This is an optimization exercise on Yosys and OpenROAD, whose aim is a short achievable clock period and few clock cycles, not a production implementation.
Only simulation tests tie the RTL to the original design; equivalence was not proved.
Power and IR drop assume default switching activity.

`flow/config.mk`:
```
export PLATFORM = sky130hd
export DESIGN_NAME = cpu_top
export DESIGN_NICKNAME = cpu_top
export VERILOG_FILES = /design/flow/design.v
export SDC_FILE = /design/flow/constraint.sdc
export NUM_CORES = 4
export LEC_CHECK = 0
export ABC_CLOCK_PERIOD_IN_PS = 2400
export CAP_MARGIN = 20
export CORE_MARGIN = 2
export CORE_UTILIZATION = 40
export SETUP_SLACK_MARGIN = 2.6
export SLEW_MARGIN = 20
```
`flow/constraint.sdc`:
```
create_clock -name core_clock -period 5.0 [get_ports {clk}]
set_input_delay 1.0000 -clock core_clock [delete_from_list [all_inputs] [get_ports {clk}]]
set_output_delay 1.0000 -clock core_clock [all_outputs]
set_load 0.01 [all_outputs]
```
`flow/design.v`:
```
`timescale 1ns/1ps
package cpu_pkg;
    localparam int XLEN       = 16;
    localparam int REG_ADDR_W = 3;
    localparam int NUM_REGS   = 8;
    localparam int IMM_W      = 4;
    typedef enum logic [1:0] {
        CLASS_MEM  = 2'b00,
        CLASS_ALU  = 2'b01,
        CLASS_JUMP = 2'b10,
        CLASS_NOP  = 2'b11
    } instr_class_t;
    typedef enum logic [2:0] {
        ADD, SUB, AND, OR, XOR, SHL, SHR, SLT
    } alu_op_t;
    typedef enum logic [2:0] {
        J_NEVER, J_ALWAYS, J_ZERO, J_NONZERO, J_NEG
    } jump_cond_t;
    localparam logic [2:0] MEM_LOAD  = 3'd0;
    localparam logic [2:0] MEM_STORE = 3'd1;
    typedef struct packed {
        instr_class_t          cls;
        logic                  form;
        logic [2:0]            op;
        logic [REG_ADDR_W-1:0] dst;
        logic [REG_ADDR_W-1:0] rs1;
        logic [REG_ADDR_W-1:0] rs2;
        logic                  unused;
    } instr_reg_t;
    typedef struct packed {
        instr_class_t          cls;
        logic                  form;
        logic [2:0]            op;
        logic [REG_ADDR_W-1:0] dst;
        logic [REG_ADDR_W-1:0] rs1;
        logic [IMM_W-1:0]      imm;
    } instr_imm_t;
    typedef union packed {
        instr_reg_t r;
        instr_imm_t i;
    } instr_word_t;
    typedef enum logic [2:0] {
        ST_IDLE, ST_FETCH, ST_DECODE, ST_REG_READ,
        ST_EXECUTE, ST_MEMORY, ST_MEM_WAIT, ST_WRITEBACK
    } stage_t;
endpackage
`timescale 1ns/1ps
module alu (
    input  logic [cpu_pkg::XLEN-1:0] a,
    input  logic [cpu_pkg::XLEN-1:0] b,
    input  logic [7:0]               sel,
    input  logic                     sub,    
    output logic [cpu_pkg::XLEN-1:0] y
);
    logic [15:0] sum;
    logic        lt;
    assign sum = a + (b ^ {16{sub}}) + {15'd0, sub};
    assign lt  = (a[15] ^ b[15]) ? a[15] : sum[15];
    assign y = ({16{sel[0] | sel[1]}} & sum)
             | ({16{sel[2]}} & (a & b))
             | ({16{sel[3]}} & (a | b))
             | ({16{sel[4]}} & (a ^ b))
             | ({16{sel[5]}} & (a << b[3:0]))
             | ({16{sel[6]}} & (a >> b[3:0]))
             | ({16{sel[7]}} & {15'd0, lt});
endmodule
`timescale 1ns/1ps
module cpu_top (
    input  logic            clk,
    input  logic            rst,
    input  logic [cpu_pkg::XLEN-1:0] instr_in,
    input  logic [cpu_pkg::XLEN-1:0] pmem_data_in,
    output logic [cpu_pkg::XLEN-1:0] pc,
    output logic [cpu_pkg::XLEN-1:0] pmem_data_out,
    output logic [cpu_pkg::XLEN-1:0] pmem_addr_out,
    output logic            pmem_write
);
    localparam int BTB_N = 4;
    logic [15:0] fpc;                  
    logic        d_valid;              
    logic [15:0] d_pc, d_pc1;          
    logic [11:0] d_hi_p, d_hi_m;       
    logic        d_bhit;               
    logic        e_valid;              
    logic        e_park;               
    logic        e_park1;              
    logic [1:0]  e_cnt_a, e_cnt_b;     
    logic [15:0] e_pc, e_pc1;          
    logic [15:0] e_pred;               
    logic [15:0] e_jtgt;               
    logic        e_mm_seq;             
    logic        e_alu, e_ld, e_st, e_jmp, e_jform, e_immf;
    logic        e_c_always, e_c_zero, e_c_nz, e_c_neg;
    logic [7:0]  e_sel;                
    logic        e_sub;
    logic [2:0]  e_dst;
    logic [7:0]  e_amask;              
    logic [7:0]  e_lmask;              
    logic        e_zok;                
    logic [15:0] e_zc;
    logic [15:0] opa, opb, sdata;      
    logic [7:0]  r_mask;               
    logic [15:0] r_res;
    logic [15:0] r_fa, r_fb, r_fs;     
    logic [7:0]  m_lmask;              
    logic [7:0]  w_lmask;              
    logic [15:0] regs [8];
    logic [BTB_N-1:0] bt_v;
    logic [15:0] bt_pc  [BTB_N];
    logic [15:0] bt_tgt [BTB_N];
    logic [1:0]  bt_rr;
    logic [1:0]  cls;
    logic        form;
    logic [2:0]  op, dst, rs1, rs2;
    logic [3:0]  imm;
    logic [15:0] imm_se;
    logic        is_alu, is_ld, is_st, is_jmp, immf, uses_a, uses_b;
    logic [7:0]  e_aq, e_lq, pend;
    logic        stall;
    logic [15:0] va, vb, vs;
    logic [4:0]  lo_sum;
    logic [15:0] jtgt_d;
    assign cls    = instr_in[15:14];
    assign form   = instr_in[13];
    assign op     = instr_in[12:10];
    assign dst    = instr_in[9:7];
    assign rs1    = instr_in[6:4];
    assign rs2    = instr_in[3:1];
    assign imm    = instr_in[3:0];
    assign imm_se = {{12{imm[3]}}, imm};
    assign is_alu = (cls == 2'b01);
    assign is_ld  = (cls == 2'b00) && (op == 3'd0);
    assign is_st  = (cls == 2'b00) && (op == 3'd1);
    assign is_jmp = (cls == 2'b10);
    assign immf   = form || is_st;
    assign uses_a = is_alu || is_ld || is_st || (is_jmp && (op >= 3'd2) && (op <= 3'd4));
    assign uses_b = !form && (is_alu || is_ld || (is_jmp && (op >= 3'd1) && (op <= 3'd4)));
    assign e_aq  = e_valid ? e_amask : 8'h0;
    assign e_lq  = e_valid ? e_lmask : 8'h0;
    assign pend  = e_lq | (m_lmask & ~e_aq);
    assign stall = (uses_a && pend[rs1]) || (uses_b && pend[rs2]) || (is_st && pend[dst]);
    logic fa_d, fb_d, fs_d;
    assign fa_d = uses_a && e_aq[rs1];
    assign fb_d = uses_b && e_aq[rs2];
    assign fs_d = is_st && e_aq[dst];
    always_comb begin
        if (r_mask[rs1])       va = r_res;
        else if (w_lmask[rs1]) va = pmem_data_in;
        else                   va = regs[rs1];
        if (r_mask[rs2])       vb = r_res;
        else if (w_lmask[rs2]) vb = pmem_data_in;
        else                   vb = regs[rs2];
        if (r_mask[dst])       vs = r_res;
        else if (w_lmask[dst]) vs = pmem_data_in;
        else                   vs = regs[dst];
    end
    assign lo_sum = {1'b0, d_pc[3:0]} + {1'b0, imm};
    always_comb begin
        jtgt_d[3:0] = lo_sum[3:0];
        case ({imm[3], lo_sum[4]})
            2'b01:   jtgt_d[15:4] = d_hi_p;
            2'b10:   jtgt_d[15:4] = d_hi_m;
            default: jtgt_d[15:4] = d_pc[15:4];
        endcase
    end
    logic d_sp;
    assign d_sp = is_jmp && form && !d_bhit &&
                  ((op == 3'd1) || (imm[3] && (op >= 3'd2) && (op <= 3'd4)));
    logic ez, d_ex, d_ex_take, d_guess;
    logic [15:0] d_tgt;
    assign d_ex      = is_jmp && form && ((op == 3'd2) || (op == 3'd3)) && e_aq[rs1] && e_zok;
    assign d_ex_take = (op == 3'd2) ? ez : !ez;
    assign d_guess   = d_ex ? (d_ex_take != d_bhit) : d_sp;
    assign d_tgt     = (d_ex && !d_ex_take) ? d_pc1 : jtgt_d;
    logic [15:0] a_x, b_x, sd_x, alu_y;
    assign a_x  = r_fa | opa;
    assign b_x  = r_fb | opb;
    assign sd_x = r_fs | sdata;
    alu i_alu (.a(a_x), .b(b_x), .sel(e_sel), .sub(e_sub), .y(alu_y));
    assign ez = (a_x == e_zc);
    logic zero, take, mm_t, mispred;
    logic [15:0] actual;
    assign zero    = (a_x == 16'h0);
    assign take    = e_jmp && (e_c_always || (e_c_zero && zero) || (e_c_nz && !zero) ||
                               (e_c_neg && a_x[15]));
    assign mm_t    = e_jform ? (e_jtgt != e_pred) : (b_x != e_pred);
    assign mispred = e_valid && (take ? mm_t : e_mm_seq);
    assign actual  = take ? (e_jform ? e_jtgt : b_x) : e_pc1;
    logic [BTB_N-1:0] bhit_v;
    logic        bhit;
    logic [15:0] btgt, fpc1, fpc_n;
    always_comb begin
        btgt = '0;
        for (int i = 0; i < BTB_N; i++) begin
            bhit_v[i] = bt_v[i] && (bt_pc[i] == fpc);
            btgt = btgt | (bhit_v[i] ? bt_tgt[i] : 16'h0);
        end
    end
    assign bhit = |bhit_v;
    assign fpc1 = fpc + 16'd1;
    assign pc   = fpc;
    logic d_go, d_adv, d_park, p_ready, d_redir;
    assign d_go    = d_valid && !mispred && !e_park;
    assign d_adv   = d_go && !stall;
    assign d_park  = d_go && stall;
    assign d_redir = d_go && d_guess;
    assign p_ready = (e_cnt_a <= 2'd1) && (e_cnt_b <= 2'd1);
    always_comb begin
        if (mispred)      fpc_n = actual;
        else if (e_park1) fpc_n = e_pred;
        else if (d_redir) fpc_n = d_tgt;
        else if (bhit)    fpc_n = btgt;
        else              fpc_n = fpc1;
    end
    logic [BTB_N-1:0] e_hit_v;
    logic        e_hit;
    always_comb begin
        for (int i = 0; i < BTB_N; i++) e_hit_v[i] = bt_v[i] && (bt_pc[i] == e_pc);
    end
    assign e_hit = |e_hit_v;
    always_ff @(posedge clk or posedge rst) begin
        if (rst) begin
            fpc           <= '0;
            d_valid       <= 1'b0;
            e_valid       <= 1'b0;
            e_park        <= 1'b0;
            e_park1       <= 1'b0;
            r_mask        <= '0;
            m_lmask       <= '0;
            w_lmask       <= '0;
            pmem_write    <= 1'b0;
            pmem_addr_out <= '0;
            pmem_data_out <= '0;
            bt_v          <= '0;
            bt_rr         <= '0;
            for (int i = 0; i < 8; i++) regs[i] <= '0;
        end else begin
            fpc        <= fpc_n;
            d_valid    <= !mispred && !e_park1 && !d_redir;
            e_valid    <= d_adv || (e_park && p_ready);
            e_park     <= d_park || (e_park && !p_ready);
            e_park1    <= d_park;
            r_mask     <= e_aq;
            m_lmask    <= e_lq;
            w_lmask    <= m_lmask;
            pmem_write    <= e_valid && e_st;
            pmem_addr_out <= a_x + b_x;
            pmem_data_out <= sd_x;
            for (int i = 0; i < 8; i++) begin
                if (r_mask[i])       regs[i] <= r_res;
                else if (w_lmask[i]) regs[i] <= pmem_data_in;
            end
            if (e_valid && e_jmp) begin
                if (take) begin
                    if (!e_hit) begin
                        bt_v[bt_rr] <= 1'b1;
                        bt_rr       <= bt_rr + 2'd1;
                    end
                end else begin
                    bt_v <= bt_v & ~e_hit_v;
                end
            end
        end
    end
    always_ff @(posedge clk or posedge rst) begin
        if (rst) begin
            e_cnt_a    <= '0;
            e_cnt_b    <= '0;
            e_amask    <= '0;
            e_lmask    <= '0;
            e_pc       <= '0;
            e_pc1      <= '0;
            e_pred     <= '0;
            e_jtgt     <= '0;
            e_mm_seq   <= 1'b0;
            e_zok      <= 1'b0;
            e_zc       <= '0;
            e_alu      <= 1'b0;
            e_ld       <= 1'b0;
            e_st       <= 1'b0;
            e_jmp      <= 1'b0;
            e_jform    <= 1'b0;
            e_immf     <= 1'b0;
            e_c_always <= 1'b0;
            e_c_zero   <= 1'b0;
            e_c_nz     <= 1'b0;
            e_c_neg    <= 1'b0;
            e_sel      <= '0;
            e_sub      <= 1'b0;
            e_dst      <= '0;
        end else if (e_park) begin
            e_cnt_a <= (e_cnt_a == 2'd0) ? 2'd0 : e_cnt_a - 2'd1;
            e_cnt_b <= (e_cnt_b == 2'd0) ? 2'd0 : e_cnt_b - 2'd1;
            e_amask <= e_alu ? (8'd1 << e_dst) : 8'd0;
            e_lmask <= e_ld ? (8'd1 << e_dst) : 8'd0;
        end else begin
            e_cnt_a    <= !uses_a ? 2'd0 : e_lq[rs1] ? 2'd2 : pend[rs1] ? 2'd1 : 2'd0;
            e_cnt_b    <= is_st  ? (e_lq[dst] ? 2'd2 : pend[dst] ? 2'd1 : 2'd0) :
                          !uses_b ? 2'd0 : e_lq[rs2] ? 2'd2 : pend[rs2] ? 2'd1 : 2'd0;
            e_amask    <= is_alu ? (8'd1 << dst) : 8'd0;
            e_lmask    <= is_ld ? (8'd1 << dst) : 8'd0;
            e_pc       <= d_pc;
            e_pc1      <= d_pc1;
            e_pred     <= d_guess ? d_tgt : fpc;
            e_jtgt     <= jtgt_d;
            e_mm_seq   <= d_ex ? d_ex_take : (d_sp || (d_pc1 != fpc));
            e_zok      <= is_alu && immf && ((op == 3'd0) || (op == 3'd1) || (op == 3'd4));
            e_zc       <= (op == 3'd0) ? (16'h0 - imm_se) : imm_se;
            e_alu      <= is_alu;
            e_ld       <= is_ld;
            e_st       <= is_st;
            e_jmp      <= is_jmp;
            e_jform    <= form;
            e_immf     <= immf;
            e_c_always <= (op == 3'd1);
            e_c_zero   <= (op == 3'd2);
            e_c_nz     <= (op == 3'd3);
            e_c_neg    <= (op == 3'd4);
            e_sel      <= is_alu ? (8'd1 << op) : 8'd1;
            e_sub      <= is_alu && ((op == 3'd1) || (op == 3'd7));
            e_dst      <= dst;
        end
    end
    always_ff @(posedge clk) begin
        r_res  <= alu_y;
        r_fa   <= (!e_park && fa_d) ? alu_y : 16'h0;
        r_fb   <= (!e_park && fb_d) ? alu_y : 16'h0;
        r_fs   <= (!e_park && fs_d) ? alu_y : 16'h0;
        d_pc   <= fpc;
        d_pc1  <= fpc1;
        d_hi_p <= fpc[15:4] + 12'd1;
        d_hi_m <= fpc[15:4] - 12'd1;
        d_bhit <= bhit;
        if (e_park) begin
            opa   <= (e_cnt_a == 2'd1) ? pmem_data_in : a_x;
            opb   <= (e_cnt_b == 2'd1 && !e_st) ? pmem_data_in : b_x;
            sdata <= (e_cnt_b == 2'd1 && e_st) ? pmem_data_in : sd_x;
        end else begin
            opa   <= fa_d ? 16'h0 : va;
            opb   <= fb_d ? 16'h0 : immf ? imm_se : vb;
            sdata <= fs_d ? 16'h0 : vs;
        end
        if (e_valid && e_jmp && take) begin
            for (int i = 0; i < BTB_N; i++) begin
                if (e_hit ? e_hit_v[i] : (bt_rr == 2'(i))) begin
                    bt_pc[i]  <= e_pc;
                    bt_tgt[i] <= actual;
                end
            end
        end
    end
endmodule
```
`flow/run.sh`:
```
#!/bin/bash
# synth_recipe.tcl (not shown) runs the flow's synth.tcl, then flattens the netlist and writes it again
# the make line also repeats each setting of config.mk as NAME=value (left out here)
make -C /OpenROAD-flow-scripts/flow DESIGN_CONFIG=/design/flow/config.mk WORK_HOME=/design/flow/orfs CLKGATE_MAP_FILE= SYNTH_SCRIPT=/design/flow/synth_recipe.tcl finish
```
==> impl_summary.log, run 1 <==
INFO  metric run_status = finished clean
INFO  metric number_of_cells_on_the_worst_reg_to_reg_path = 14
INFO  metric overflow = 0
INFO  metric cts.hold.buffers_added = 0
INFO  metric slowest_stage_delay_cp = 540 ps
INFO  metric worst_ep_required_time = 5570 ps
INFO  metric first_global_vias = 29685
INFO  metric final_max_slew_viol_count = 0
INFO  metric count_of_filler_cells_inserted_in_the_layout = 7436
INFO  metric worst_path_most_repeated_cell = sky130_fd_sc_hd__buf_6
INFO  metric yosys.area.top_type_share = 23.2%
INFO  metric clock-skew-final = 35.9 ps
INFO  metric cts-root-to-sink-buffers = 3
INFO  metric die_width = 299 µm
INFO  metric period_share = 64.5%
INFO  metric end_kind = register
INFO  metric timing.hold.worst.class = reg2reg
INFO  metric io-pin-count = 83
INFO  metric synth_top_area_cell = sky130_fd_sc_hd__dfrtp_1
INFO  metric antenna_found_initial = 4
INFO  metric ant_nets = 0
INFO  metric worst-slew-pin-transition = 1190 ps
INFO  metric initial_utilization = 40.3%
INFO  metric htreeDepth = 3
INFO  metric vias = 31190
INFO  metric worstSetupStartpointType = register
INFO  metric rsz0062_at_grt = true
INFO  metric path_cells = or2_4 > clkinv_4 > nand4_1 > buf_4 > or4_4 > a31o_1 > o311ai_4 > nand2_2 > nor3b_4 > buf_6 > buf_6 > buf_16 > mux2i_1 > o221a_1
INFO  metric synth.cells.most_frequent = sky130_fd_sc_hd__nand2_1, sky130_fd_sc_hd__dfrtp_1, sky130_fd_sc_hd__o21ai_0
INFO  metric critical-path-top-delay-family = simple AND/OR/NAND/NOR gates
INFO  metric grt.total_usage = 29.8%
INFO  metric num_rows = 108
INFO  metric synth.most_common_cell = sky130_fd_sc_hd__nand2_1
INFO  metric synth-compound-area-share = 15.8%
INFO  metric drt_pass1_iterations = 6
INFO  metric die_h = 299 µm
INFO  metric synth_enable_flop_cells = 128
INFO  metric core-area = 86500 µm²
INFO  metric yosys_register_bits = 619
INFO  metric floorplan.die_area = 89500 µm²
INFO  metric timing.critical_path.arrival = 3800 ps
INFO  metric share_of_synthesized_area_spent_on_multiplexers = 14.5%
INFO  metric setup_violation_total_in_the_final_timing_report = 0
INFO  metric power.leakage = 0.0179 µW
INFO  metric final-instance-count-excl-fill = 5069
INFO  metric place.detailed.instances = 4635
INFO  metric synth_area_leaders = sky130_fd_sc_hd__dfrtp_1, sky130_fd_sc_hd__edfxtp_1, sky130_fd_sc_hd__dfxtp_1
INFO  metric drc = 0
INFO  metric synthesis.area = 34800 µm²
INFO  metric synth_fa_ha_area_share = 2.43%
INFO  metric cts_inserted_buffers = 71
INFO  metric final_layout_size_suffix_gt1_share = 30.7%
INFO  metric path_depth = 14
INFO  metric synth-simple-area-share = 12.9%
INFO  metric postSynthCellCount = 3596
INFO  metric cap_viol_max_count = 0
INFO  metric path_clk_slew = 60 ps
INFO  metric postLayoutCoreUtil = 53.1%
INFO  metric criticalPathCategory = reg2reg
INFO  metric dpl.hpwl = 88100 µm
INFO  metric cts_root_buffer = sky130_fd_sc_hd__clkbuf_16
INFO  metric timing.final.crit_period = 3230 ps
INFO  metric asyncSetResetFlopFracSynth = 52.2%
INFO  metric cp_max_fo = 8
INFO  metric worst_path_max_delay_cell = sky130_fd_sc_hd__or4_4
INFO  metric yosys_warnings = 4
INFO  metric cts_sinks = 619
INFO  metric power_density = 584 nW/µm²
INFO  metric cts_tree = done
INFO  metric syn_avg_cell_area = 9.69 µm²
INFO  metric synthDistinctLibCells = 88
INFO  metric grt_max_degree = 118
INFO  metric peakVddDrop = 0.380 mV
INFO  metric postSynthNetCount = 3696
INFO  metric synth.yosys.seq_area_share = 43.9%
INFO  metric synthXorXnorAreaFrac = 5.65%
INFO  metric area_growth = 31.8%
INFO  metric post_drt_wl_per_cell = 27.7 µm
INFO  metric synth_top_family_by_area = compound AO/OA/AOI/OAI gates
INFO  metric report.final.hold_viol_count = 0
INFO  metric cp_num_buf_inv = 5
INFO  metric grt_first_pass_wirelength = 200000 µm
INFO  metric clk_latency = 660 ps
INFO  metric port-buffer-count = 82
INFO  metric drtIter0Drc = 3962
INFO  metric postRouteWirelength = 141000 µm
INFO  metric drt-vias-per-instance = 6.15
INFO  metric hold_depth = 0
INFO  metric fin_nets = 3954
INFO  metric max-slew-margin-rel = 21.0%
INFO  metric ys_dominant_reg_cell = sky130_fd_sc_hd__dfrtp_1
INFO  metric clock.fmax = 310 MHz
INFO  metric routability_cong = 0.995
final cells by class:
type	count	area, µm²	area share (%)
Antenna cell	2	5.00	0.0109
Sequential cell	619	15400	33.6
Clock inverter	32	384	0.837
Clock buffer	99	2050	4.47
Tap cell	1155	1450	3.15
Multi-Input combinational cell	2542	20500	44.6
Inverter	138	633	1.38
Timing Repair Buffer	480	5470	11.9
Timing Repair inverter	2	25.0	0.0545
power by group:
| part | switching, µW | internal [µW] | total, µW | leakage (µW) |
|---|---|---|---|---|
| Clock | 2370 | 3090 | 5460 | 0.00120 |
| Combinational | 6700 | 5740 | 12400 | 0.0103 |
| Sequential | 2130 | 6790 | 8910 | 0.00650 |
routing by layer:
layer / routed length (µm) / up-vias / global-route usage, % / share of wire, %
met5: 39 / - / 0 / 0.028
met4: 8620 / 6 / 15.3 / 6.1
li1: - / 13448 / - / -
met3: 14200 / 484 / 6.18 / 10
met1: 55000 / 15354 / 39.7 / 39
met2: 62700 / 1898 / 45.7 / 45
worst paths after layout:
| path | startpoint | endpoint | slack (ps) |
|---|---|---|---|
| max | opa[14] | fpc[2] | 1770 |
| max reg2reg | opa[14] | fpc[2] | 1770 |
| max in group asynchronous | rst | e_sub | 3220 |
| min in group asynchronous | rst | e_dst[1] | 700 |
| min reg2reg | m_lmask[7] | w_lmask[7] | 360 |
| min | m_lmask[7] | w_lmask[7] | 360 |
layout by cell type (no fill, tap or decap), drive strengths merged, types with 119 or more instances in the layout:
master / n
dfxtp: 168
xnor2: 181
clkbuf: 119
buf: 402
mux2i: 247
dfrtp: 323
inv: 133
nand2: 402
o21ai: 336
edfxtp: 128
nor2: 227
worst register-to-register path, stage by stage (launching register included):
cell and delay [ps]:
sky130_fd_sc_hd__dfxtp_2 310, sky130_fd_sc_hd__or2_4 260, sky130_fd_sc_hd__clkinv_4 50, sky130_fd_sc_hd__nand4_1 260, sky130_fd_sc_hd__buf_4 240, sky130_fd_sc_hd__or4_4 540, sky130_fd_sc_hd__a31o_1 270, sky130_fd_sc_hd__o311ai_4 100
sky130_fd_sc_hd__nand2_2 120, sky130_fd_sc_hd__nor3b_4 210, sky130_fd_sc_hd__buf_6 140, sky130_fd_sc_hd__buf_6 100, sky130_fd_sc_hd__buf_16 140, sky130_fd_sc_hd__mux2i_1 210, sky130_fd_sc_hd__o221a_1 210
cell families (layout without fill, tap and decap cells):
group / after synthesis / after routing
xor+xnor: 223 / 223
fa+ha+maj: 66 / 66
compound gates: 862 / 862
simple gates: 975 / 979
flops: 619 / 619
other cells: 0 / 2
buf+inv: 445 / 751
mux: 406 / 412
sequential cells by signal, indices dropped and copies added (netlist names), 11 cells and up:
signal / cells
e_pred: 16
bt_pc: 64
d_pc: 16
d_pc1: 16
sdata: 16
e_pc1: 16
r_fs: 16
fpc: 16
opb: 16
r_fa: 16
e_jtgt: 16
opa: 16
r_fb: 16
d_hi_m: 12
bt_tgt: 64
regs: 128
pmem_addr_out: 16
d_hi_p: 11
e_pc: 16
pmem_data_out: 16
r_res: 16
stage by stage:
stage          hold slack, ps  setup TNS [ps]  power (µW)  setup slack, ps  cell area, µm²
2_1_floorplan             354          -99730       14500             -309           35800
3_3_place_gp              360               0       18000              876           37300
3_5_place_dp              362               0       18100              861           37300
4_1_cts                   369               0       25300             1820           43600
5_1_grt                   383               0       27900             1660           45900
6_report                  364               0       26800             1770           45900
repair_timing:
| item | CTS | global route |
|---|---|---|
| buffers inserted | 159 | 101 |
| gates resized for setup | 626 | 304 |
| pin swaps | 97 | 117 |
| gates cloned | 25 | 16 |
| setup endpoints to repair | 434 | 381 |
Testbench counts, summed over its fixed seeds: cycles 31,406.
==> run 2: changes to the inputs <==
--- a/flow/design.v
+++ b/flow/design.v
@@ -46,4 +46,32 @@
 endpackage
 `timescale 1ns/1ps
+module add16 (
+    input  logic [15:0] a,
+    input  logic [15:0] b,
+    input  logic        cin,
+    output logic [15:0] s
+);
+    logic [15:0] p, g0, g1, g2, g3, g4, p1, p2, p3;
+    assign p  = a ^ b;
+    assign g0 = (a & b) | {15'd0, p[0] & cin};
+    always_comb begin
+        for (int i = 0; i < 16; i++) begin
+            g1[i] = (i >= 1) ? (g0[i] | (p[i] & g0[i-1])) : g0[i];
+            p1[i] = (i >= 1) ? (p[i] & p[i-1]) : 1'b0;
+        end
+        for (int i = 0; i < 16; i++) begin
+            g2[i] = (i >= 2) ? (g1[i] | (p1[i] & g1[i-2])) : g1[i];
+            p2[i] = (i >= 2) ? (p1[i] & p1[i-2]) : 1'b0;
+        end
+        for (int i = 0; i < 16; i++) begin
+            g3[i] = (i >= 4) ? (g2[i] | (p2[i] & g2[i-4])) : g2[i];
+            p3[i] = (i >= 4) ? (p2[i] & p2[i-4]) : 1'b0;
+        end
+        for (int i = 0; i < 16; i++) begin
+            g4[i] = (i >= 8) ? (g3[i] | (p3[i] & g3[i-8])) : g3[i];
+        end
+    end
+    assign s = p ^ {g4[14:0], cin};
+endmodule
 module alu (
     input  logic [cpu_pkg::XLEN-1:0] a,
@@ -55,6 +83,6 @@
     logic [15:0] sum;
     logic        lt;
-    assign sum = a + (b ^ {16{sub}}) + {15'd0, sub};
-    assign lt  = (a[15] ^ b[15]) ? a[15] : sum[15];
+    add16 i_add (.a(a), .b(b ^ {16{sub}}), .cin(sub), .s(sum));
+    assign lt = (a[15] ^ b[15]) ? a[15] : sum[15];
     assign y = ({16{sel[0] | sel[1]}} & sum)
              | ({16{sel[2]}} & (a & b))
@@ -178,4 +206,6 @@
     assign sd_x = r_fs | sdata;
     alu i_alu (.a(a_x), .b(b_x), .sel(e_sel), .sub(e_sub), .y(alu_y));
+    logic [15:0] addr;
+    add16 i_addr (.a(a_x), .b(b_x), .cin(1'b0), .s(addr));
     assign ez = (a_x == e_zc);
     logic zero, take, mm_t, mispred;
@@ -245,5 +275,5 @@
             w_lmask    <= m_lmask;
             pmem_write    <= e_valid && e_st;
-            pmem_addr_out <= a_x + b_x;
+            pmem_addr_out <= addr;
             pmem_data_out <= sd_x;
             for (int i = 0; i < 8; i++) begin
==> run 2 against run 1 <==
Against the previous run:
- sequential power hardly changed
- register-to-register slack better by 160 ps
- cell area is 1.3% higher
- first-iteration DRC count is 5.7% higher
- highest routed layer unchanged
- synthesized cell count is 3.6% higher
- critical endpoint is now fpc[4]
- sequential share of layout area is 0.46 points lower
- utilization is 0.37 points higher
- die area is 1.1% higher
- cell count is 2.9% higher
- non-clock buffer count is 31 higher
==> impl_summary.log, run 2 <==
INFO  metric fin_nets = 4100 (was 3954)
INFO  metric routability_cong = 0.976 (was 0.995)
INFO  metric post_drt_wl_per_cell = 28.4 µm (was 27.7 µm)
INFO  metric synth.cells.most_frequent = sky130_fd_sc_hd__nand2_1, sky130_fd_sc_hd__o21ai_0, sky130_fd_sc_hd__dfrtp_1 (was sky130_fd_sc_hd__nand2_1, sky130_fd_sc_hd__dfrtp_1, sky130_fd_sc_hd__o21ai_0)
INFO  metric cell_area_after_placement = 37600 µm² (was 37300 µm²)
INFO  metric synthDistinctLibCells = 88 (unchanged)
INFO  metric vias = 32532 (was 31190)
INFO  metric clk_latency = 650 ps (was 660 ps)
INFO  metric timing.hold.worst.class = reg2reg (unchanged)
INFO  metric clock.fmax = 326 MHz (was 310 MHz)
INFO  metric worst-slew-pin-transition = 1120 ps (was 1190 ps)
INFO  metric cts_root_buffer = sky130_fd_sc_hd__clkbuf_16 (unchanged)
INFO  metric yosys_register_bits = 619 (unchanged)
INFO  metric synth-compound-area-share = 17.1% (was 15.8%)
INFO  metric criticalPathCategory = reg2reg (unchanged)
INFO  metric sequential_share_of_power = 32.6% (was 33.2%)
INFO  metric clock-skew-final = 34.5 ps (was 35.9 ps)
INFO  metric worstSetupStartpointType = register (unchanged)
INFO  metric final_layout_size_suffix_gt1_share = 30.4% (was 30.7%)
INFO  metric yosys_warnings = 5 (was 4)
INFO  metric die_width = 301 µm (was 299 µm)
INFO  metric cap_viol_max_count = 0 (unchanged)
INFO  metric setup_violation_total_in_the_final_timing_report = 0 (unchanged)
INFO  metric final_cell_mix = sky130_fd_sc_hd__nand2_1, sky130_fd_sc_hd__dfrtp_1, sky130_fd_sc_hd__o21ai_0, sky130_fd_sc_hd__buf_4, sky130_fd_sc_hd__mux2i_1 (was sky130_fd_sc_hd__nand2_1, sky130_fd_sc_hd__dfrtp_1, sky130_fd_sc_hd__o21ai_0, sky130_fd_sc_hd__mux2i_1, sky130_fd_sc_hd__buf_4)
INFO  metric postSynthCellCount = 3724 (was 3596)
INFO  metric synth_fa_ha_area_share = 2.41% (was 2.43%)
INFO  metric area_growth = 32.1% (was 31.8%)
INFO  metric switching_share = 42.2% (was 41.8%)
INFO  metric overflow = 0 (unchanged)
INFO  metric synthXorXnorAreaFrac = 5.57% (was 5.65%)
INFO  metric asyncSetResetFlopFracSynth = 52.2% (unchanged)
INFO  metric cp_max_fo = 8 (unchanged)
INFO  metric path_clk_slew = 70 ps (was 60 ps)
INFO  metric share_of_synthesized_area_spent_on_multiplexers = 12.1% (was 14.5%)
INFO  metric cts_sinks = 619 (unchanged)
INFO  metric timing.final.crit_period = 3070 ps (was 3230 ps)
INFO  metric max-slew-margin-rel = 25.0% (was 21.0%)
INFO  metric final_max_slew_viol_count = 0 (unchanged)
INFO  metric postSynthNetCount = 3824 (was 3696)
INFO  metric die_h = 301 µm (was 299 µm)
INFO  metric cts-root-to-sink-buffers = 3 (unchanged)
INFO  metric end_kind = register (unchanged)
INFO  metric worst_path_max_delay_cell = sky130_fd_sc_hd__dfrtp_4 (was sky130_fd_sc_hd__or4_4)
INFO  metric drt-vias-per-instance = 6.24 (was 6.15)
INFO  metric cts_inserted_buffers = 72 (was 71)
INFO  metric final-instance-count-excl-fill = 5217 (was 5069)
INFO  metric ant_nets = 0 (unchanged)
INFO  metric layout_cell_area_excl_fill = 46500 µm² (was 45900 µm²)
INFO  metric synth-simple-area-share = 14.2% (was 12.9%)
INFO  metric antenna_found_initial = 8 (was 4)
INFO  metric htreeDepth = 3 (unchanged)
INFO  metric rsz0062_at_grt = true (unchanged)
INFO  metric initial_utilization = 40.5% (was 40.3%)
INFO  metric postRouteWirelength = 148000 µm (was 141000 µm)
INFO  metric postLayoutCoreUtil = 53.5% (was 53.1%)
INFO  metric synth.most_common_cell = sky130_fd_sc_hd__nand2_1 (unchanged)
INFO  metric clock_power_share = 20.0% (was 20.4%)
INFO  metric io-pin-count = 83 (unchanged)
INFO  metric timing.critical_path.arrival = 3620 ps (was 3800 ps)
INFO  metric syn_avg_cell_area = 9.46 µm² (was 9.69 µm²)
INFO  metric worst_ep_required_time = 5550 ps (was 5570 ps)
INFO  metric report.final.hold_viol_count = 0 (unchanged)
INFO  metric run_status = finished clean (unchanged)
INFO  metric grt_first_pass_wirelength = 210000 µm (was 200000 µm)
INFO  metric largest_registers = regs: 128 flops, bt_pc: 64 flops, bt_tgt: 64 flops (unchanged)
INFO  metric first_global_vias = 31042 (was 29685)
INFO  metric synth_top_family_by_area = compound AO/OA/AOI/OAI gates (unchanged)
INFO  metric yosys.area.top_type_share = 23.0% (was 23.2%)
INFO  metric dpl.hpwl = 95800 µm (was 88100 µm)
INFO  metric place.detailed.instances = 4764 (was 4635)
INFO  metric drt_pass1_iterations = 6 (unchanged)
INFO  metric ys_dominant_reg_cell = sky130_fd_sc_hd__dfrtp_1 (unchanged)
INFO  metric path_cells = nor3_1 > a21oi_1 > a2111oi_2 > nand4_1 > o311ai_4 > and4_4 > buf_4 > a221oi_2 > a22oi_1 (was or2_4 > clkinv_4 > nand4_1 > buf_4 > or4_4 > a31o_1 > o311ai_4 > nand2_2 > nor3b_4 > buf_6 > buf_6 > buf_16 > mux2i_1 > o221a_1)
INFO  metric internal-power = 15800 µW (was 15600 µW)
INFO  metric synthesis.area = 35200 µm² (was 34800 µm²)
INFO  metric power.leakage = 0.0181 µW (was 0.0179 µW)
INFO  metric synth.yosys.seq_area_share = 43.4% (was 43.9%)
INFO  metric cts.hold.buffers_added = 0 (unchanged)
INFO  metric power.combinational.fraction = 47.5% (was 46.4%)
INFO  metric grt.total_usage = 31.4% (was 29.8%)
INFO  metric core-area = 87000 µm² (was 86500 µm²)
INFO  metric slowest_stage_delay_cp = 570 ps (was 540 ps)
INFO  metric synth_enable_flop_cells = 128 (unchanged)
INFO  metric final.setup.tns = 0 ps (unchanged)
INFO  metric layout.cells.most_common = sky130_fd_sc_hd__nand2_1 (unchanged)
INFO  metric drc = 0 (unchanged)
INFO  metric drtIter0Drc = 4189 (was 3962)
INFO  metric grt_max_degree = 107 (was 118)
INFO  metric synth_top_area_cell = sky130_fd_sc_hd__dfrtp_1 (unchanged)
INFO  metric largest_register_ff_count = 128 (unchanged)
INFO  metric cts_tree = done (unchanged)
INFO  metric power_density = 588 nW/µm² (was 584 nW/µm²)
INFO  metric port-buffer-count = 82 (unchanged)
INFO  metric peakVddDrop = 0.334 mV (was 0.380 mV)
INFO  metric synth_area_leaders = sky130_fd_sc_hd__dfrtp_1, sky130_fd_sc_hd__edfxtp_1, sky130_fd_sc_hd__dfxtp_1 (unchanged)
INFO  metric num_rows = 108 (unchanged)
INFO  metric power_switching = 11500 µW (was 11200 µW)
INFO  metric max_flop_register = regs (unchanged)
INFO  metric floorplan.die_area = 90400 µm² (was 89500 µm²)
INFO  metric period_share = 61.3% (was 64.5%)
## run 2: changes by cell type in the layout (fill, tap and decap cells not counted), moves of 16 or more
cell                       previous run  this run
sky130_fd_sc_hd__nand2_1            373       425
sky130_fd_sc_hd__buf_4              210       256
sky130_fd_sc_hd__xnor2_1            166       190
sky130_fd_sc_hd__mux2i_1            224       201
sky130_fd_sc_hd__o211ai_1            62        42
sky130_fd_sc_hd__o21ai_1             53        73
sky130_fd_sc_hd__buf_6               97        79
sky130_fd_sc_hd__a22o_1              25         8
sky130_fd_sc_hd__o21ai_0            239       256
sky130_fd_sc_hd__a21oi_2             22        38
sky130_fd_sc_hd__mux2_2              71        55
## run 2: metrics by stage
step / setup WS [ps] / hold slack (ps) / power, µW
CTS: 2040 / 366 / 26000
finish: 1930 / 378 / 27400
detailed placement: 889 / 366 / 18100
global placement: 903 / 361 / 18100
global route: 1880 / 382 / 28400
floorplan: -309 / 354 / 14400
## run 2: critical path, delay by kind of cell, from the launching register on
family / cells / cell delay (ps)
AOI/OAI and AO/OA: 5 / 1310
and+or+nand+nor: 3 / 950
DFF: 1 / 570
buffers and inverters: 1 / 130
## run 2: layer usage
metal | part of all wire, % | vias up | global-route usage, %
li1 | - | 13982 | -
met1 | 38 | 15799 | 41.2
met2 | 44 | 2185 | 47.4
met3 | 11 | 556 | 7.24
met4 | 7.0 | 10 | 18.4
met5 | 0.041 | - | 0
## run 2: power groups by stage
stage / clock (µW) / sequential (µW) / combinational, µW
finish: 5460 / 8910 / 13000
global route: 5700 / 8990 / 13700
CTS: 5510 / 8750 / 11700
detailed placement: 0 / 8860 / 9260
global placement: 0 / 8880 / 9220
floorplan: 0 / 7700 / 6690
## run 2: worst paths after layout
check                      startpoint  depth (start not counted)  slack (ps)    endpoint
max in group asynchronous         rst                          3        3010      fpc[1]
min                        m_lmask[1]                          0         380  w_lmask[1]
max reg2reg                   e_jform                          9        1930      fpc[4]
max                           e_jform                          9        1930      fpc[4]
min reg2reg                m_lmask[1]                          0         380  w_lmask[1]
min in group asynchronous         rst                          2         950  e_amask[7]
## run 2: kinds of logic after synthesis
group,after synthesis
compound gates,931
mux,342
flops,619
simple gates,1088
buf+inv,454
xor+xnor,224
fa+ha+maj,66
## run 2: final cells by class
type | count | area (µm²)
clock inverters | 39 | 460
diodes | 3 | 7.51
flip-flops and latches | 619 | 15400
clock buffers | 94 | 1930
fillers | 7575 | 40500
inverters | 138 | 604
repair inverters | 1 | 8.76
multi-input cells | 2657 | 21000
repair buffers | 511 | 5630
well taps | 1155 | 1450
## run 2: timing repair
action	CTS	global route
cloned	15	18
endpoints found under the hold margin	0	0
setup buffers	213	71
endpoints found under the setup margin	431	382
pin swaps	94	81
resized for setup	683	297
Testbench counts of run 2, summed over its fixed seeds: cycles 31,406.
==> run 3: changes to the inputs <==
--- a/flow/design.v
+++ b/flow/design.v
@@ -110,8 +110,13 @@
     logic [11:0] d_hi_p, d_hi_m;       
     logic        d_bhit;               
+    logic        d_bany;               
+    logic        use_replay;           
+    logic [15:0] replay;
     logic        e_valid;              
     logic        e_park;               
     logic        e_park1;              
     logic [1:0]  e_cnt_a, e_cnt_b;     
+    logic        e_fast;               
+    logic        e_lfa, e_lfb, e_lfs;  
     logic [15:0] e_pc, e_pc1;          
     logic [15:0] e_pred;               
@@ -119,4 +124,5 @@
     logic        e_mm_seq;             
     logic        e_alu, e_ld, e_st, e_jmp, e_jform, e_immf;
+    logic        e_jneg;               
     logic        e_c_always, e_c_zero, e_c_nz, e_c_neg;
     logic [7:0]  e_sel;                
@@ -138,4 +144,8 @@
     logic [15:0] bt_tgt [BTB_N];
     logic [1:0]  bt_rr;
+    logic [BTB_N-1:0] bt_ctd;          
+    logic [BTB_N-1:0] bt_last;         
+    logic [15:0] bt_cnt [BTB_N];       
+    logic [15:0] iw;
     logic [1:0]  cls;
     logic        form;
@@ -149,11 +159,12 @@
     logic [4:0]  lo_sum;
     logic [15:0] jtgt_d;
-    assign cls    = instr_in[15:14];
-    assign form   = instr_in[13];
-    assign op     = instr_in[12:10];
-    assign dst    = instr_in[9:7];
-    assign rs1    = instr_in[6:4];
-    assign rs2    = instr_in[3:1];
-    assign imm    = instr_in[3:0];
+    assign iw     = use_replay ? replay : instr_in;
+    assign cls    = iw[15:14];
+    assign form   = iw[13];
+    assign op     = iw[12:10];
+    assign dst    = iw[9:7];
+    assign rs1    = iw[6:4];
+    assign rs2    = iw[3:1];
+    assign imm    = iw[3:0];
     assign imm_se = {{12{imm[3]}}, imm};
     assign is_alu = (cls == 2'b01);
@@ -167,5 +178,13 @@
     assign e_lq  = e_valid ? e_lmask : 8'h0;
     assign pend  = e_lq | (m_lmask & ~e_aq);
-    assign stall = (uses_a && pend[rs1]) || (uses_b && pend[rs2]) || (is_st && pend[dst]);
+    logic pa, pb, ps, qa, qb, qs, fast;
+    assign pa    = uses_a && pend[rs1];
+    assign pb    = uses_b && pend[rs2];
+    assign ps    = is_st && pend[dst];
+    assign qa    = uses_a && e_lq[rs1];
+    assign qb    = uses_b && e_lq[rs2];
+    assign qs    = is_st && e_lq[dst];
+    assign fast  = !is_alu;
+    assign stall = fast ? (qa || qb || qs) : (pa || pb);
     logic fa_d, fb_d, fs_d;
     assign fa_d = uses_a && e_aq[rs1];
@@ -193,5 +212,5 @@
     end
     logic d_sp;
-    assign d_sp = is_jmp && form && !d_bhit &&
+    assign d_sp = is_jmp && form && !d_bany &&
                   ((op == 3'd1) || (imm[3] && (op >= 3'd2) && (op <= 3'd4)));
     logic ez, d_ex, d_ex_take, d_guess;
@@ -201,22 +220,25 @@
     assign d_guess   = d_ex ? (d_ex_take != d_bhit) : d_sp;
     assign d_tgt     = (d_ex && !d_ex_take) ? d_pc1 : jtgt_d;
-    logic [15:0] a_x, b_x, sd_x, alu_y;
+    logic [15:0] a_x, b_x, sd_x, alu_y, a_m, b_m, sd_m;
     assign a_x  = r_fa | opa;
     assign b_x  = r_fb | opb;
     assign sd_x = r_fs | sdata;
+    assign a_m  = a_x | (e_lfa ? pmem_data_in : 16'h0);
+    assign b_m  = b_x | (e_lfb ? pmem_data_in : 16'h0);
+    assign sd_m = sd_x | (e_lfs ? pmem_data_in : 16'h0);
     alu i_alu (.a(a_x), .b(b_x), .sel(e_sel), .sub(e_sub), .y(alu_y));
     logic [15:0] addr;
-    add16 i_addr (.a(a_x), .b(b_x), .cin(1'b0), .s(addr));
+    add16 i_addr (.a(a_m), .b(b_m), .cin(1'b0), .s(addr));
     assign ez = (a_x == e_zc);
     logic zero, take, mm_t, mispred;
     logic [15:0] actual;
-    assign zero    = (a_x == 16'h0);
+    assign zero    = (a_m == 16'h0);
     assign take    = e_jmp && (e_c_always || (e_c_zero && zero) || (e_c_nz && !zero) ||
-                               (e_c_neg && a_x[15]));
-    assign mm_t    = e_jform ? (e_jtgt != e_pred) : (b_x != e_pred);
+                               (e_c_neg && a_m[15]));
+    assign mm_t    = e_jform ? (e_jtgt != e_pred) : (b_m != e_pred);
     assign mispred = e_valid && (take ? mm_t : e_mm_seq);
-    assign actual  = take ? (e_jform ? e_jtgt : b_x) : e_pc1;
+    assign actual  = take ? (e_jform ? e_jtgt : b_m) : e_pc1;
     logic [BTB_N-1:0] bhit_v;
-    logic        bhit;
+    logic        bhit, bany;
     logic [15:0] btgt, fpc1, fpc_n;
     always_comb begin
@@ -227,5 +249,6 @@
         end
     end
-    assign bhit = |bhit_v;
+    assign bany = |bhit_v;
+    assign bhit = |(bhit_v & ~(bt_ctd & bt_last));
     assign fpc1 = fpc + 16'd1;
     assign pc   = fpc;
@@ -235,7 +258,10 @@
     assign d_park  = d_go && stall;
     assign d_redir = d_go && d_guess;
-    assign p_ready = (e_cnt_a <= 2'd1) && (e_cnt_b <= 2'd1);
+    assign p_ready = e_fast || ((e_cnt_a <= 2'd1) && (e_cnt_b <= 2'd1));
+    logic keep;
+    assign keep = e_park1 && p_ready && d_valid;
     always_comb begin
         if (mispred)      fpc_n = actual;
+        else if (keep)    fpc_n = fpc;
         else if (e_park1) fpc_n = e_pred;
         else if (d_redir) fpc_n = d_tgt;
@@ -253,4 +279,5 @@
             fpc           <= '0;
             d_valid       <= 1'b0;
+            use_replay    <= 1'b0;
             e_valid       <= 1'b0;
             e_park        <= 1'b0;
@@ -264,8 +291,11 @@
             bt_v          <= '0;
             bt_rr         <= '0;
+            bt_ctd        <= '0;
+            bt_last       <= '0;
             for (int i = 0; i < 8; i++) regs[i] <= '0;
         end else begin
             fpc        <= fpc_n;
-            d_valid    <= !mispred && !e_park1 && !d_redir;
+            d_valid    <= !mispred && (!e_park1 || keep) && !d_redir;
+            use_replay <= keep;
             e_valid    <= d_adv || (e_park && p_ready);
             e_park     <= d_park || (e_park && !p_ready);
@@ -276,5 +306,5 @@
             pmem_write    <= e_valid && e_st;
             pmem_addr_out <= addr;
-            pmem_data_out <= sd_x;
+            pmem_data_out <= sd_m;
             for (int i = 0; i < 8; i++) begin
                 if (r_mask[i])       regs[i] <= r_res;
@@ -284,6 +314,12 @@
                 if (take) begin
                     if (!e_hit) begin
-                        bt_v[bt_rr] <= 1'b1;
-                        bt_rr       <= bt_rr + 2'd1;
+                        bt_v[bt_rr]    <= 1'b1;
+                        bt_rr          <= bt_rr + 2'd1;
+                        bt_ctd[bt_rr]  <= e_c_nz && e_jform && e_jneg;
+                        bt_last[bt_rr] <= (a_m == 16'd1);
+                    end else begin
+                        for (int i = 0; i < BTB_N; i++) begin
+                            if (e_hit_v[i]) bt_last[i] <= (bt_cnt[i] == 16'd1);
+                        end
                     end
                 end else begin
@@ -297,4 +333,8 @@
             e_cnt_a    <= '0;
             e_cnt_b    <= '0;
+            e_fast     <= 1'b0;
+            e_lfa      <= 1'b0;
+            e_lfb      <= 1'b0;
+            e_lfs      <= 1'b0;
             e_amask    <= '0;
             e_lmask    <= '0;
@@ -311,4 +351,5 @@
             e_jmp      <= 1'b0;
             e_jform    <= 1'b0;
+            e_jneg     <= 1'b0;
             e_immf     <= 1'b0;
             e_c_always <= 1'b0;
@@ -322,7 +363,14 @@
             e_cnt_a <= (e_cnt_a == 2'd0) ? 2'd0 : e_cnt_a - 2'd1;
             e_cnt_b <= (e_cnt_b == 2'd0) ? 2'd0 : e_cnt_b - 2'd1;
+            e_lfa   <= e_fast && (e_cnt_a == 2'd2);
+            e_lfb   <= e_fast && (e_cnt_b == 2'd2) && !e_st;
+            e_lfs   <= e_fast && (e_cnt_b == 2'd2) && e_st;
             e_amask <= e_alu ? (8'd1 << e_dst) : 8'd0;
             e_lmask <= e_ld ? (8'd1 << e_dst) : 8'd0;
         end else begin
+            e_fast     <= fast;
+            e_lfa      <= fast && pa;
+            e_lfb      <= fast && pb;
+            e_lfs      <= fast && ps;
             e_cnt_a    <= !uses_a ? 2'd0 : e_lq[rs1] ? 2'd2 : pend[rs1] ? 2'd1 : 2'd0;
             e_cnt_b    <= is_st  ? (e_lq[dst] ? 2'd2 : pend[dst] ? 2'd1 : 2'd0) :
@@ -342,4 +390,5 @@
             e_jmp      <= is_jmp;
             e_jform    <= form;
+            e_jneg     <= imm[3];
             e_immf     <= immf;
             e_c_always <= (op == 3'd1);
@@ -357,9 +406,13 @@
         r_fb   <= (!e_park && fb_d) ? alu_y : 16'h0;
         r_fs   <= (!e_park && fs_d) ? alu_y : 16'h0;
-        d_pc   <= fpc;
-        d_pc1  <= fpc1;
-        d_hi_p <= fpc[15:4] + 12'd1;
-        d_hi_m <= fpc[15:4] - 12'd1;
-        d_bhit <= bhit;
+        replay <= iw;
+        if (!keep) begin
+            d_pc   <= fpc;
+            d_pc1  <= fpc1;
+            d_hi_p <= fpc[15:4] + 12'd1;
+            d_hi_m <= fpc[15:4] - 12'd1;
+            d_bhit <= bhit;
+            d_bany <= bany;
+        end
         if (e_park) begin
             opa   <= (e_cnt_a == 2'd1) ? pmem_data_in : a_x;
@@ -367,7 +420,7 @@
             sdata <= (e_cnt_b == 2'd1 && e_st) ? pmem_data_in : sd_x;
         end else begin
-            opa   <= fa_d ? 16'h0 : va;
-            opb   <= fb_d ? 16'h0 : immf ? imm_se : vb;
-            sdata <= fs_d ? 16'h0 : vs;
+            opa   <= (fa_d || pa) ? 16'h0 : va;
+            opb   <= (fb_d || pb) ? 16'h0 : immf ? imm_se : vb;
+            sdata <= (fs_d || ps) ? 16'h0 : vs;
         end
         if (e_valid && e_jmp && take) begin
@@ -376,4 +429,5 @@
                     bt_pc[i]  <= e_pc;
                     bt_tgt[i] <= actual;
+                    bt_cnt[i] <= e_hit ? bt_cnt[i] - 16'd1 : a_m - 16'd1;
                 end
             end
==> run 3 against run 2 <==
Against the previous run:
- still clean on timing, DRC and antenna
- die area increased by 19%
- first-iteration DRC count increased by 30%
- non-clock buffer count increased by 248
- routed wire length increased by 21%
- fmax decreased by 7.1%
==> impl_summary.log, run 3 <==
INFO  metric synth_area_leaders = sky130_fd_sc_hd__dfrtp_1, sky130_fd_sc_hd__edfxtp_1, sky130_fd_sc_hd__mux2i_1 (was sky130_fd_sc_hd__dfrtp_1, sky130_fd_sc_hd__edfxtp_1, sky130_fd_sc_hd__dfxtp_1)
INFO  metric timing.critical_path.arrival = 3650 ps (was 3620 ps)
INFO  metric run_status = finished clean (unchanged)
INFO  metric postSynthCellCount = 4409 (was 3724)
INFO  metric synthDistinctLibCells = 97 (was 88)
INFO  metric criticalPathCategory = reg2reg (unchanged)
INFO  metric synth.yosys.seq_area_share = 44.1% (was 43.4%)
INFO  metric initial_utilization = 40.4% (was 40.5%)
INFO  metric asyncSetResetFlopFracSynth = 47.2% (was 52.2%)
INFO  metric report.final.hold_viol_count = 0 (unchanged)
INFO  metric synth-compound-area-share = 15.5% (was 17.1%)
INFO  metric yosys.area.top_type_share = 20.1% (was 23.0%)
INFO  metric drtIter0Drc = 5456 (was 4189)
INFO  metric met2_length = 79600 µm (was 64600 µm)
INFO  metric count_of_filler_cells_inserted_in_the_layout = 8498 (was 7575)
INFO  metric cp_max_fo = 28 (was 8)
INFO  metric cts_root_buffer = sky130_fd_sc_hd__clkbuf_16 (unchanged)
INFO  metric number_of_cells_on_the_worst_reg_to_reg_path = 14 (was 9)
INFO  metric die_h = 328 µm (was 301 µm)
INFO  metric synth_top_area_cell = sky130_fd_sc_hd__dfrtp_1 (unchanged)
INFO  metric yosys_warnings = 6 (was 5)
INFO  metric end_kind = register (unchanged)
INFO  metric final_layout_size_suffix_gt1_share = 34.3% (was 30.4%)
INFO  metric path_clk_slew = 70 ps (about the same)
INFO  metric worst_path_most_repeated_cell = sky130_fd_sc_hd__buf_12
INFO  metric cts_sinks = 714 (was 619)
INFO  metric wl_met1 = 68100 µm (was 57000 µm)
INFO  metric vias = 39806 (was 32532)
INFO  metric slowest_stage_delay_cp = 350 ps (was 570 ps)
INFO  metric grt_first_pass_wirelength = 255000 µm (was 210000 µm)
INFO  metric postSynthNetCount = 4535 (was 3824)
INFO  metric power_density = 709 nW/µm² (was 588 nW/µm²)
INFO  metric worst_path_max_delay_cell = sky130_fd_sc_hd__nor4_4 (was sky130_fd_sc_hd__dfrtp_4)
INFO  metric io-pin-count = 83 (unchanged)
INFO  metric dpl.hpwl = 107000 µm (was 95800 µm)
INFO  metric ant_nets = 0 (unchanged)
INFO  metric final_cell_mix = sky130_fd_sc_hd__nand2_1, sky130_fd_sc_hd__buf_4, sky130_fd_sc_hd__dfrtp_1, sky130_fd_sc_hd__mux2i_1, sky130_fd_sc_hd__edfxtp_1 (was sky130_fd_sc_hd__nand2_1, sky130_fd_sc_hd__dfrtp_1, sky130_fd_sc_hd__o21ai_0, sky130_fd_sc_hd__buf_4, sky130_fd_sc_hd__mux2i_1)
INFO  metric layout.cells.most_common = sky130_fd_sc_hd__nand2_1 (unchanged)
INFO  metric clock-skew-final = 35.2 ps (was 34.5 ps)
INFO  metric post_drt_wl_per_cell = 28.2 µm (was 28.4 µm)
INFO  metric port-buffer-count = 82 (unchanged)
INFO  metric cap_viol_max_count = 0 (unchanged)
INFO  metric first_global_vias = 37855 (was 31042)
INFO  metric clock.fmax = 303 MHz (was 326 MHz)
INFO  metric postRouteWirelength = 179000 µm (was 148000 µm)
INFO  metric rsz0062_at_grt = true (unchanged)
INFO  metric power.leakage = 0.0231 µW (was 0.0181 µW)
INFO  metric cts-root-to-sink-buffers = 3 (unchanged)
INFO  metric synth_top_family_by_area = compound AO/OA/AOI/OAI gates (unchanged)
INFO  metric final_max_slew_viol_count = 0 (unchanged)
INFO  metric top_signal_layer_used = met5 (unchanged)
INFO  metric drt-vias-per-instance = 6.26 (was 6.24)
INFO  metric period_share = 66.0% (was 61.3%)
INFO  metric max-slew-margin-rel = 24.2% (was 25.0%)
INFO  metric ys_dominant_reg_cell = sky130_fd_sc_hd__dfrtp_1 (unchanged)
INFO  metric wl_met3 = 19500 µm (was 16200 µm)
INFO  metric core-area = 104000 µm² (was 87000 µm²)
INFO  metric area_growth = 41.1% (was 32.1%)
INFO  metric path_cells = or2_4 > clkinv_4 > nand2_4 > inv_4 > ha_4 > nand4_1 > nor4_4 > mux2i_1 > buf_4 > nand3_4 > buf_12 > a21oi_4 > o21a_4 > buf_12 (was nor3_1 > a21oi_1 > a2111oi_2 > nand4_1 > o311ai_4 > and4_4 > buf_4 > a221oi_2 > a22oi_1)
INFO  metric drc = 0 (unchanged)
INFO  metric worst_ep_required_time = 5350 ps (was 5550 ps)
INFO  metric grt.total_usage = 31.7% (was 31.4%)
INFO  metric routability_cong = 1.01 (was 0.976)
INFO  metric share_of_synthesized_area_spent_on_multiplexers = 11.5% (was 12.1%)
INFO  metric synth_enable_flop_cells = 249 (was 128)
INFO  metric total_power = 41900 µW (was 27400 µW)
INFO  metric timing.final.crit_period = 3300 ps (was 3070 ps)
INFO  metric die_width = 328 µm (was 301 µm)
INFO  metric yosys_register_bits = 714 (was 619)
INFO  metric synth.cells.most_frequent = sky130_fd_sc_hd__nand2_1, sky130_fd_sc_hd__dfrtp_1, sky130_fd_sc_hd__o21ai_0 (was sky130_fd_sc_hd__nand2_1, sky130_fd_sc_hd__o21ai_0, sky130_fd_sc_hd__dfrtp_1)
INFO  metric synthesis.area = 41900 µm² (was 35200 µm²)
INFO  metric cts_tree = done (unchanged)
INFO  metric synth_fa_ha_area_share = 2.80% (was 2.41%)
INFO  metric clk_latency = 670 ps (was 650 ps)
INFO  metric grt_max_degree = 69 (was 107)
INFO  metric setup_violation_total_in_the_final_timing_report = 0 (unchanged)
INFO  metric floorplan.die_area = 107000 µm² (was 90400 µm²)
INFO  metric worst-slew-pin-transition = 1140 ps (was 1120 ps)
INFO  metric fin_nets = 5037 (was 4100)
INFO  metric cts_inserted_buffers = 84 (was 72)
INFO  metric num_rows = 118 (was 108)
INFO  metric peakVddDrop = 0.373 mV (was 0.334 mV)
INFO  metric syn_avg_cell_area = 9.50 µm² (was 9.46 µm²)
INFO  metric synth-simple-area-share = 15.0% (was 14.2%)
INFO  metric timing.hold.worst.class = reg2reg (unchanged)
INFO  metric max_flop_register = regs (unchanged)
INFO  metric synth.most_common_cell = sky130_fd_sc_hd__nand2_1 (unchanged)
INFO  metric synthXorXnorAreaFrac = 6.06% (was 5.57%)
INFO  metric hold_depth = 0 (unchanged)
INFO  metric drt_pass1_iterations = 8 (was 6)
INFO  metric overflow = 0 (unchanged)
INFO  metric antenna_found_initial = 5 (was 8)
INFO  metric largest_register_ff_count = 128 (unchanged)
INFO  metric worstSetupStartpointType = register (unchanged)
INFO  metric cts.hold.buffers_added = 0 (unchanged)
INFO  metric htreeDepth = 3 (unchanged)
INFO  metric final.setup.tns = 0 ps (unchanged)
==> run 3: changes by cell type in the layout (fill, tap and decap cells not counted), sizes merged, moves of 29 or more <==
cell / previous run / this run
dfxtp: 168 / 128
buf: 434 / 673
a211oi: 21 / 63
nor2: 239 / 271
xor2: 27 / 110
nand3: 59 / 134
nand2: 458 / 643
o21ai: 359 / 314
nor2b: 58 / 25
mux2i: 218 / 304
nor4: 17 / 46
edfxtp: 128 / 249
a31oi: 21 / 56
==> run 3: worst max-delay path: cells and delay by family (launching register included) <==
kind	cells	cell delay (ps)
DFF	1	300
adders and majority gates	1	150
buffers and inverters	5	820
and+or+nand+nor	5	1100
AOI/OAI and AO/OA	2	330
muxes	1	220
==> run 3: cell families (layout without fill, tap and decap cells) <==
group / Yosys count / in the layout
adder cells (fa/ha/maj): 92 / 92
AND/OR/NAND/NOR: 1387 / 1392
flip-flops: 714 / 714
AO/OA/AOI/OAI: 982 / 984
multiplexers: 424 / 424
buffers and inverters: 522 / 1085
XOR/XNOR: 288 / 288
other: 0 / 3
==> run 3: path summary, 6_finish.rpt <==
path	end	from	slack [ps]
min reg2reg	w_lmask[0]	m_lmask[0]	380
min in group asynchronous	pmem_data_out[8]	rst	880
min	w_lmask[0]	m_lmask[0]	380
max	bt_pc[2][2]	opa[0]	1700
max reg2reg	bt_pc[2][2]	opa[0]	1700
max in group asynchronous	e_pc[4]	rst	2980
==> run 3: repair_timing <==
item	4_1_cts	5_1_grt
gates resized for setup	995	402
endpoints found under the hold margin	0	0
endpoints found under the setup margin	604	565
buffers inserted	340	135
gates cloned	44	13
pin swaps	192	221
==> run 3: layout make-up <==
cell class | count | area, µm² | area share (%)
multi-input cells | 3180 | 26100 | 44.2
flip-flops and latches | 714 | 18600 | 31.4
repair buffers | 759 | 8900 | 15.1
clock buffers | 115 | 2390 | 4.05
well taps | 1380 | 1730 | 2.92
inverters | 168 | 773 | 1.31
clock inverters | 39 | 572 | 0.968
repair inverters | 4 | 41.3 | 0.0699
diodes | 3 | 7.51 | 0.0127
==> run 3: metal layers <==
metal,track usage (%),up-vias
met4,18.1,4
met3,7.16,779
met1,41.3,19421
li1,-,16896
met2,48.7,2706
met5,0,-
==> run 3: stage by stage <==
stage / hold slack, ps / instances / setup slack, ps / area [µm²] / util, %
2_1_floorplan: 349 / 4409 / -505 / 42800 / -
3_3_place_gp: 356 / 5671 / 538 / 45000 / 43.4
3_5_place_dp: 359 / 5673 / 458 / 45000 / 43.4
4_1_cts: 373 / 6211 / 1790 / 55800 / 53.8
5_1_grt: 391 / 6359 / 1650 / 59100 / 57.0
6_report: 380 / 6362 / 1700 / 59100 / 57.0
==> run 3: power breakdown <==
part / switching [µW] / total (µW) / internal (µW) / leakage (µW)
Clock: 2660 / 6700 / 4040 / 0.00145
Combinational: 13200 / 24400 / 11200 / 0.0142
Sequential: 2470 / 10800 / 8300 / 0.00746
Total: 18400 / 41900 / 23500 / 0.0231
Testbench counts of run 3, summed over its fixed seeds: cycles 30,442.

==> afterwards: timing with drivers on the ports <==
In the flow no input, the clock included, has a driving cell. The finished layouts below were timed again as built, in two steps. Step 1 sets driving cells, clkbuf_16 on the clock port and buf_2 on the other inputs (assumed; they add their load-dependent delay and slew). Step 2 moves the port delays by t, midway between the first and last clock arrival at a register: inputs arrive t later, outputs are due t later. That takes back most of the time a late clock gives input paths. a / b / c = ideal ports / drivers / drivers and shift; a / b = the first two.
run	t, ns	slack for setup (ns)	worst hold slack (ns)	worst data-port slew with drivers (ns)
run 1	0.712	1.774 / 1.774 / 1.223	0.364 / 0.364 / 0.364	0.16
run 2	0.709	1.933 / 1.933 / 1.450	0.378 / 0.378 / 0.378	0.18
run 3	0.729	1.699 / 1.699 / 1.022	0.380 / 0.380 / 0.380	0.12
After both steps setup and hold are still met in every run listed. For run 3, which loses most, drivers alone change the setup slack by 0.000 ns; drivers and shift together by -0.677 ns.
